This design comes from an exercise in tuning for small area, a short achievable clock period and few clock cycles per item on the open sky130 flow, not from production work. Function was checked by simulation only, so behaviour that the tests miss may differ from the original. Power figures rest on the tool's default switching activity, not on a simulated workload.

== oak ==
==> flow/design.v (excerpt) <==
module ex_muldiv_unit (
  input  logic        clk,
  input  logic        rst,
  input  logic        start_i,
  input  logic [2:0]  op_i,
  input  logic [31:0] rs1_i,
  input  logic [31:0] rs2_i,
  input  logic [4:0]  rd_addr_i,
  input  logic        flush_i,
  output logic        busy_o,
  output logic        done_o,
  output logic [31:0] result_o,
  output logic [4:0]  rd_addr_o
);
  logic s_mul, s_norm, s_div, s_done, s_idle;
  assign s_idle = ~(s_mul | s_norm | s_div | s_done);
  logic accept;
  assign accept = s_idle & start_i & ~flush_i;
  function automatic logic [1:0] nbytes_m1(input logic [31:0] v, input logic ext);
    logic nz1, nz2, nz3;
    nz1 = (v[15:8]  != {8{ext}});
    nz2 = (v[23:16] != {8{ext}});
    nz3 = (v[31:24] != {8{ext}});
    if (nz3)      nbytes_m1 = 2'd3;
    else if (nz2) nbytes_m1 = 2'd2;
    else if (nz1) nbytes_m1 = 2'd1;
    else          nbytes_m1 = 2'd0;
  endfunction
  logic        e1, e2, swap, sel;
  logic [1:0]  n1, n2;
  logic        a_neg, b_neg;
  logic [31:0] a_mag;
  assign e1    = (op_i[2] ? ~op_i[0] : ~(op_i[1] & op_i[0])) & rs1_i[31];
  assign e2    = (op_i[2] ? ~op_i[0] : ~op_i[1]) & rs2_i[31];
  assign n1    = nbytes_m1(rs1_i, e1);
  assign n2    = nbytes_m1(rs2_i, e2);
  assign swap  = (n1 < n2);
  assign sel   = op_i[2] | swap;
  assign a_neg = e1;                                  
  assign b_neg = e2;
  ex_muldiv_abs32 u_abs (.v(rs1_i), .neg(a_neg), .m(a_mag));
  logic quick;
  assign quick = (rs2_i == 32'd0) | (({1'b0, n1} + {2'd0, a_neg}) < {1'b0, n2});
  ...
For scale: ~210 flip-flops, about 120 I/O pins, about 27,000 um2 of cells after synthesis.
export LEC_CHECK = 0
export CAP_MARGIN = 30
export CORE_MARGIN = 2
export CORE_UTILIZATION = 40
export SETUP_SLACK_MARGIN = 5
export SLEW_MARGIN = 30
export SYNTH_HIERARCHICAL = 1
create_clock -name core_clock -period 11.0 [get_ports {clk}]
run.sh (not shown) runs the stock make flow with config.mk's settings and CLKGATE_MAP_FILE= SYNTH_SCRIPT=/design/flow/synth_recipe.tcl, a recipe that flattens the netlist after the stock synthesis.
Testbench counts of oak, summed over its fixed seeds: cycles 19,280, ops 4,000.
> inputs changed (oak -> cedar)
--- a/flow/design.v
+++ b/flow/design.v
@@ -23,31 +23,29 @@
     nz3 = (v[31:24] != {8{ext}});
     if (nz3)      nbytes_m1 = 2'd3;
     else if (nz2) nbytes_m1 = 2'd2;
     else if (nz1) nbytes_m1 = 2'd1;
     else          nbytes_m1 = 2'd0;
   endfunction
   logic        e1, e2, swap, sel;
   logic [1:0]  n1, n2;
   logic        a_neg, b_neg;
   logic [31:0] a_mag;
-  assign e1    = (op_i[2] ? ~op_i[0] : ~(op_i[1] & op_i[0])) & rs1_i[31];
-  assign e2    = (op_i[2] ? ~op_i[0] : ~op_i[1]) & rs2_i[31];
+  assign e1    = ~(op_i[1] & op_i[0]) & rs1_i[31];    
+  assign e2    = ~op_i[1] & rs2_i[31];                
   assign n1    = nbytes_m1(rs1_i, e1);
   assign n2    = nbytes_m1(rs2_i, e2);
   assign swap  = (n1 < n2);
   assign sel   = op_i[2] | swap;
-  assign a_neg = e1;                                  
-  assign b_neg = e2;
-  ex_muldiv_abs32 u_abs (.v(rs1_i), .neg(a_neg), .m(a_mag));
-  logic quick;
-  assign quick = (rs2_i == 32'd0) | (({1'b0, n1} + {2'd0, a_neg}) < {1'b0, n2});
+  assign a_neg = ~op_i[0] & rs1_i[31];
+  assign b_neg = ~op_i[0] & rs2_i[31];
+  assign a_mag = (rs1_i ^ {32{a_neg}}) + {31'd0, a_neg};
   logic [32:0] a_q;       
   logic [31:0] b_q;       
   logic        bext_q;    
   logic        dcin_q, dz_q;
   logic        selhi_q;   
   logic        neg_q;     
   logic        negc_q;    
   always_ff @(posedge clk) begin
     selhi_q <= op_i[2] ? op_i[1] : (op_i[1:0] != 2'd0);
     neg_q   <= op_i[2] & (op_i[1] ? a_neg : (a_neg ^ b_neg) | (rs2_i == 32'd0));
@@ -1074,73 +1072,67 @@
     lzc32 = z;
   endfunction
   logic [6:0]  j0;
   logic [4:0]  j;
   logic        early;
   logic [63:0] norm;
   assign j0    = {1'b0, lzc32(~a_q[31:0] | 32'd1)} - {1'b0, lzc32(b_q)};
   assign early = j0[6] | dz_q;
   assign j     = j0[4:0] | 5'd1;
   assign norm  = early ? {b_q, 32'd0} : ({32'd0, b_q} << (5'd31 - j));
-  assign acc_d  = ({64{s_mul}}  & mac_s) |
-                  ({64{s_norm}} & norm) |
-                  ({64{s_div}}  & {r2, acc_q[29:0], q1, q2}) |
-                  ({64{s_idle & op_i[2]}} & {a_mag, 32'd0});
-  assign accc_d = {64{s_mul}} & mac_c;
-  assign cnt_d  = s_norm ? 4'(j >> 1) : cnt_q - 4'd1;
+  always_comb begin
+    acc_d  = 64'd0;
+    accc_d = 64'd0;
+    cnt_d  = cnt_q - 4'd1;
+    if (s_mul) begin
+      acc_d  = mac_s;
+      accc_d = mac_c;
+    end else if (s_norm) begin
+      acc_d  = norm;
+      cnt_d  = 4'(j >> 1);
+    end else if (s_div) begin
+      acc_d  = {r2, acc_q[29:0], q1, q2};
+    end
+  end
   logic last;
   assign last = (cnt_q == 4'd0);
   always_ff @(posedge clk or posedge rst) begin
     if (rst) begin
       s_mul  <= 1'b0;
       s_norm <= 1'b0;
       s_div  <= 1'b0;
       s_done <= 1'b0;
     end else begin
       s_mul  <= (accept & ~op_i[2]) | (s_mul & ~flush_i & ~last);
-      s_norm <= accept & op_i[2] & ~quick;
+      s_norm <= accept & op_i[2];
       s_div  <= (s_norm & ~flush_i & ~early) | (s_div & ~flush_i & ~last);
-      s_done <= ((s_mul | s_div) & ~flush_i & last) | (s_norm & ~flush_i & early) |
-                (accept & op_i[2] & quick);
+      s_done <= ((s_mul | s_div) & ~flush_i & last) | (s_norm & ~flush_i & early);
     end
   end
   always_ff @(posedge clk) begin
     acc_q   <= acc_d;
     accc_q  <= accc_d;
     cnt_q   <= s_idle ? {2'd0, swap ? n1 : n2} : cnt_d;
     first_q <= s_idle;
     clo_q   <= s_mul & mac_clo;
   end
   logic        cin;
   logic [31:0] x, y, sum;
   assign x   = (selhi_q ? acc_q[63:32] : acc_q[31:0]) ^ {32{neg_q}};
   assign y   = selhi_q ? accc_q[63:32] : accc_q[31:0];
   assign cin = negc_q | (selhi_q & clo_q);
   ex_muldiv_add32 u_add (.x(x), .y(y), .cin(cin), .s(sum));
   assign result_o  = sum;
   assign busy_o    = accept | s_mul | s_norm | s_div;
   assign done_o    = s_done;
   assign rd_addr_o = rd_addr_i;
 endmodule
-module ex_muldiv_abs32 (
-  input  logic [31:0] v,
-  input  logic        neg,
-  output logic [31:0] m
-);
-  logic [31:0] z;    
-  always_comb begin
-    z[0] = 1'b1;
-    for (int i = 1; i < 32; i++)
-      z[i] = z[i-1] & ~v[i-1];
-  end
-  assign m = v ^ ({32{neg}} & ~z);
-endmodule
 module ex_muldiv_cout32 (
   input  logic [31:0] x,
   input  logic [31:0] y,
   output logic        co
 );
   logic [31:0] g [6];
   logic [31:0] p [6];
   always_comb begin
     g[0] = x & y;
     p[0] = x | y;
Findings:
- Delta (cedar minus oak): design area -2.9%, clock insertion delay at the later pin of the skew report went down.
- For cedar, the end point of the critical path was result_o[28], unlike oak, where it was result_o[25].
- In cedar, the vertical die dimension came out 1.3 um above the value in oak.
- The number of buffers created by CTS reported for cedar is smaller than that of oak by 3.
- Comparing switching power of the nets for oak and cedar, the smaller number came from cedar.
- The share of power burned in registers number comes out lower for oak vs cedar.
Testbench counts of cedar, summed over its fixed seeds: cycles 19,583, ops 4,000.

==> afterwards: timing with drivers on the ports <==
How much do the figures lean on ideal ports? The routed layouts below were timed once more, with nothing changed but the port constraints. Step 1 assumes that a clkbuf_16 drives the clock port and a buf_2 every other input. Step 2 times the ports against the registers' clock, not the clock port: input delays grow and output delays shrink by t, the midpoint of the rising clock arrivals with the driver on. Three values: ideal, step 1, step 2; two values: the first two.
run	t (ns)	setup slack, ns	worst register clock-pin slew, ns
oak	0.651	4.948 / 4.885 / 4.993	0.07 / 0.07
cedar	0.605	5.029 / 4.979 / 4.777	0.07 / 0.07
After both steps every run listed still meets setup and hold. The setup slack of cedar, which loses most, moves by -0.050 ns with the drivers and by -0.252 ns with both steps.
